Source: an optimization exercise on an open RTL-to-GDS flow (aim: small area, a short achievable clock period and few clock cycles per item). Production flows keep margins and buffers that such runs may drop.
At most, simulation tests tie the RTL to the original design; equivalence was not proved.

==> run M <==
// block_quantizer
module block_quantizer (
	input  logic        clk,
	input  logic        arst_n,
	input  logic [95:0] in_row,
	input  logic        in_valid,
	output logic        in_ready,
	output logic [96:0] out_beat,
	output logic        out_valid,
	input  logic        out_ready
);
==> module block_quantizer, before the edit <==
module block_quantizer (
	input  logic        clk,
	input  logic        arst_n,
	input  logic [95:0] in_row,
	input  logic        in_valid,
	output logic        in_ready,
	output logic [96:0] out_beat,
	output logic        out_valid,
	input  logic        out_ready
);
	logic go;
	logic c1, c2, e1;
	logic rdy, ovl;
	logic c1_n, c2_n;
	logic push, pop;
	logic [2:0] row_cnt;
	assign go = !c2;
	assign in_ready = rdy;
	always_ff @(posedge clk or negedge arst_n)
	begin
		if (!arst_n)
			row_cnt <= '0;
		else if (in_valid && go)
			row_cnt <= row_cnt + 3'd1;
	end
	logic v0;
	logic [2:0] r0;
	logic [95:0] x0;
	always_ff @(posedge clk or negedge arst_n)
	begin
		if (!arst_n)
			v0 <= 1'b0;
		else if (go)
			v0 <= in_valid;
	end
	always_ff @(posedge clk)
	begin
		if (go)
		begin
			x0 <= in_row;
			r0 <= row_cnt;
		end
	end
	logic [8:0] q0;
	qlane0 i_lane0 (.r(r0), .x(x0[11:0]), .q(q0));
	logic [8:0] q1;
	qlane1 i_lane1 (.r(r0), .x(x0[23:12]), .q(q1));
	logic [8:0] q2;
	qlane2 i_lane2 (.r(r0), .x(x0[35:24]), .q(q2));
	logic [8:0] q3;
	qlane3 i_lane3 (.r(r0), .x(x0[47:36]), .q(q3));
	logic [8:0] q4;
	qlane4 i_lane4 (.r(r0), .x(x0[59:48]), .q(q4));
	logic [8:0] q5;
	qlane5 i_lane5 (.r(r0), .x(x0[71:60]), .q(q5));
	logic [8:0] q6;
	qlane6 i_lane6 (.r(r0), .x(x0[83:72]), .q(q6));
	logic [8:0] q7;
	qlane7 i_lane7 (.r(r0), .x(x0[95:84]), .q(q7));
	logic [64:0] res;
	assign res = {q7[6:0], q6[6:0], q5[6:0], q4[7:0], q3[7:0], q2[8:0], q1[8:0], q0[8:0], (r0 == 3'd7)};
	assign push = go && v0;
	assign pop = c1 && out_ready;
	logic [64:0] ob;
	logic [64:0] sk;
	always_ff @(posedge clk or negedge arst_n)
	begin
		if (!arst_n)
		begin
			e1 <= 1'b1;
			c2 <= 1'b0;
		end
		else
		begin
			e1 <= !c1_n;
			c2 <= c2_n;
		end
	end
	assign c1 = !e1;
	assign c1_n = push || c2 || (c1 && !pop);
	assign c2_n = (c1 && push && !pop) || (c2 && !pop);
	always_ff @(posedge clk or negedge arst_n)
	begin
		if (!arst_n)
		begin
			rdy <= 1'b1;
			ovl <= 1'b0;
		end
		else
		begin
			rdy <= !c2_n;
			ovl <= c1_n;
		end
	end
	always_ff @(posedge clk)
	begin
		if (out_ready || !c1)
			ob <= c2 ? sk : res;
		if (c1 && !c2)
			sk <= res;
	end
	assign out_valid = ovl;
	assign out_beat = {{{5{ob[64]}}, ob[64:58]}, {{5{ob[57]}}, ob[57:51]}, {{5{ob[50]}}, ob[50:44]}, {{4{ob[43]}}, ob[43:36]}, {{4{ob[35]}}, ob[35:28]}, {{3{ob[27]}}, ob[27:19]}, {{3{ob[18]}}, ob[18:10]}, {{3{ob[9]}}, ob[9:1]}, ob[0]};
endmodule
==> flow/config.mk <==
export PLATFORM = sky130hd
export DESIGN_NAME = block_quantizer
export DESIGN_NICKNAME = block_quantizer
export VERILOG_FILES = /design/flow/design.v
export SDC_FILE = /design/flow/constraint.sdc
export NUM_CORES = 4
export LEC_CHECK = 0
export CAP_MARGIN = 20
export CORE_MARGIN = 2
export CORE_UTILIZATION = 40
export SLEW_MARGIN = 20
export SETUP_SLACK_MARGIN = 17.8
==> flow/constraint.sdc <==
create_clock -name core_clock -period 24.0 [get_ports {clk}]
set_input_delay 4.8000 -clock core_clock [delete_from_list [all_inputs] [get_ports {clk}]]
set_output_delay 4.8000 -clock core_clock [all_outputs]
set_load 0.01 [all_outputs]
standard.sh (not shown) runs the stock make flow with config.mk's settings and CLKGATE_MAP_FILE= SYNTH_SCRIPT=/design/flow/synth_recipe.tcl, a recipe that flattens the netlist after the stock synthesis.
==> flow/flow/run.sh <==
#!/bin/bash
# The standard layout (standard synthesis included), with ORFS's
# repair_timing asked to leave extra setup slack so that the achieved
# period shrinks. Only the repair target changes; the SDC is the standard flow's.
set -e
cd "$(dirname "$0")/.."
echo "export SETUP_SLACK_MARGIN = ${MARGIN:-17.8}" >> config.mk
bash standard.sh > standard.log 2>&1
==> inputs of run P, as changes to run M <==
--- a/flow/design.v
+++ b/flow/design.v
@@ -1922,13 +1922,11 @@
 	input  logic        out_ready
 );
 	logic go;
-	logic c1, c2, e1;
-	logic rdy, ovl;
-	logic c1_n, c2_n;
+	logic c1, c2;
 	logic push, pop;
 	logic [2:0] row_cnt;
 	assign go = !c2;
-	assign in_ready = rdy;
+	assign in_ready = go;
 	always_ff @(posedge clk or negedge arst_n)
 	begin
 		if (!arst_n)
@@ -1980,29 +1978,13 @@
 	begin
 		if (!arst_n)
 		begin
-			e1 <= 1'b1;
+			c1 <= 1'b0;
 			c2 <= 1'b0;
 		end
 		else
 		begin
-			e1 <= !c1_n;
-			c2 <= c2_n;
-		end
-	end
-	assign c1 = !e1;
-	assign c1_n = push || c2 || (c1 && !pop);
-	assign c2_n = (c1 && push && !pop) || (c2 && !pop);
-	always_ff @(posedge clk or negedge arst_n)
-	begin
-		if (!arst_n)
-		begin
-			rdy <= 1'b1;
-			ovl <= 1'b0;
-		end
-		else
-		begin
-			rdy <= !c2_n;
-			ovl <= c1_n;
+			c1 <= push || c2 || (c1 && !pop);
+			c2 <= (c1 && push && !pop) || (c2 && !pop);
 		end
 	end
 	always_ff @(posedge clk)
@@ -2012,6 +1994,6 @@
 		if (c1 && !c2)
 			sk <= res;
 	end
-	assign out_valid = ovl;
+	assign out_valid = c1;
 	assign out_beat = {{{5{ob[64]}}, ob[64:58]}, {{5{ob[57]}}, ob[57:51]}, {{5{ob[50]}}, ob[50:44]}, {{4{ob[43]}}, ob[43:36]}, {{4{ob[35]}}, ob[35:28]}, {{3{ob[27]}}, ob[27:19]}, {{3{ob[18]}}, ob[18:10]}, {{3{ob[9]}}, ob[9:1]}, ob[0]};
 endmodule
==> flow/run.sh (new file) <==
#!/bin/bash
# synth_recipe.tcl (not shown) runs the flow's synth.tcl, then flattens the netlist and writes it again
# the make line also repeats each setting of config.mk as NAME=value (left out here)
make -C /OpenROAD-flow-scripts/flow DESIGN_CONFIG=/design/flow/config.mk WORK_HOME=/design/flow/orfs CLKGATE_MAP_FILE= SYNTH_SCRIPT=/design/flow/synth_recipe.tcl finish
--- a/flow/config.mk
+++ b/flow/config.mk
@@ -9,4 +9,3 @@
 export CORE_MARGIN = 2
 export CORE_UTILIZATION = 40
 export SLEW_MARGIN = 20
-export SETUP_SLACK_MARGIN = 17.8
removed: flow/flow/run.sh
removed: flow/standard.sh
==> qor summary <==
Distinct cells, synth: run P 70; run M 81
Number of global-route vias before repair: run P 27,500; run M 29,900
Number of antenna cells inserted: run P 0; run M 1
Multiplexer share of the synthesized area: run P 0.0151; run M 0.0133
Post-CTS setup buffer count: run P 0; run M 187
Number of vias after detailed routing: run P 25,300; run M 27,800
Iteration-0 DRC count of the detailed router: run P 1,885; run M 2,510
Time the worst path needs with I/O delays and setup: run P 8610 ps; run M 6460 ps
Layout Area Growth over Synthesis: run P 11.3%; run M 25.5%
Result of the run: run P timing/DRC/antenna clean; run M timing/DRC/antenna clean
Net count reported at finish: run P 4,685; run M 5,016
Pin count of the biggest net entering global routing: run P 67; run M 75
Fmax: run P 0.116 GHz; run M 0.155 GHz
Number of tapcells: run P 1,165; run M 1,176
Worst reg2reg startpoint: run P r0[2]; run M r0[1]
Total clock sinks: run P 235; run M 237
Filler cells: run P 8,426; run M 8,036
Clock latency of the later-clocked register in the worst-skew pair: run P 630 ps; run M 640 ps
Number of multi-input logic gates: run P 2,428; run M 2,471
Hold_sp: run P sk[52]; run M row_cnt[2]
Fraction of met3 tracks used by global routing: run P 0.0475; run M 0.0591
Average wire per standard cell: run P 20.7 um; run M 22.6 um
Worst Setup Slack, final: run P 15,390 ps; run M 17,540 ps
Wire length of the first global-routing pass: run P 161,000 um; run M 178,000 um
Testbench counts of run M, summed over its fixed seeds: cycles 8,208, rows 8,192.
Only the layout flow was run in run P; the RTL was not checked for function there.

[static timing again, ports no longer ideal]
No port has a modelled driver above. Below, the same layouts with a new extraction and two added sets of constraints.
Step 1, drivers: a clkbuf_16 drives clk and a buf_2 each remaining input, both assumed.
Step 2 times the ports against the registers' clock, not the clock port: input delays grow and output delays shrink by t, the midpoint of the rising clock arrivals with the driver on.
Slacks: ideal ports / drivers / drivers and shift; pairs: ideal ports / drivers.
run | shift t [ns] | setup WS [ns] | worst hold slack (ns)
run M | 0.688 | 17.544 / 17.544 / 17.544 | 0.472 / 0.472 / 0.472
run P | 0.677 | 15.386 / 15.386 / 15.386 | 0.515 / 0.515 / 0.515
After both steps setup and hold are still met in every run listed.
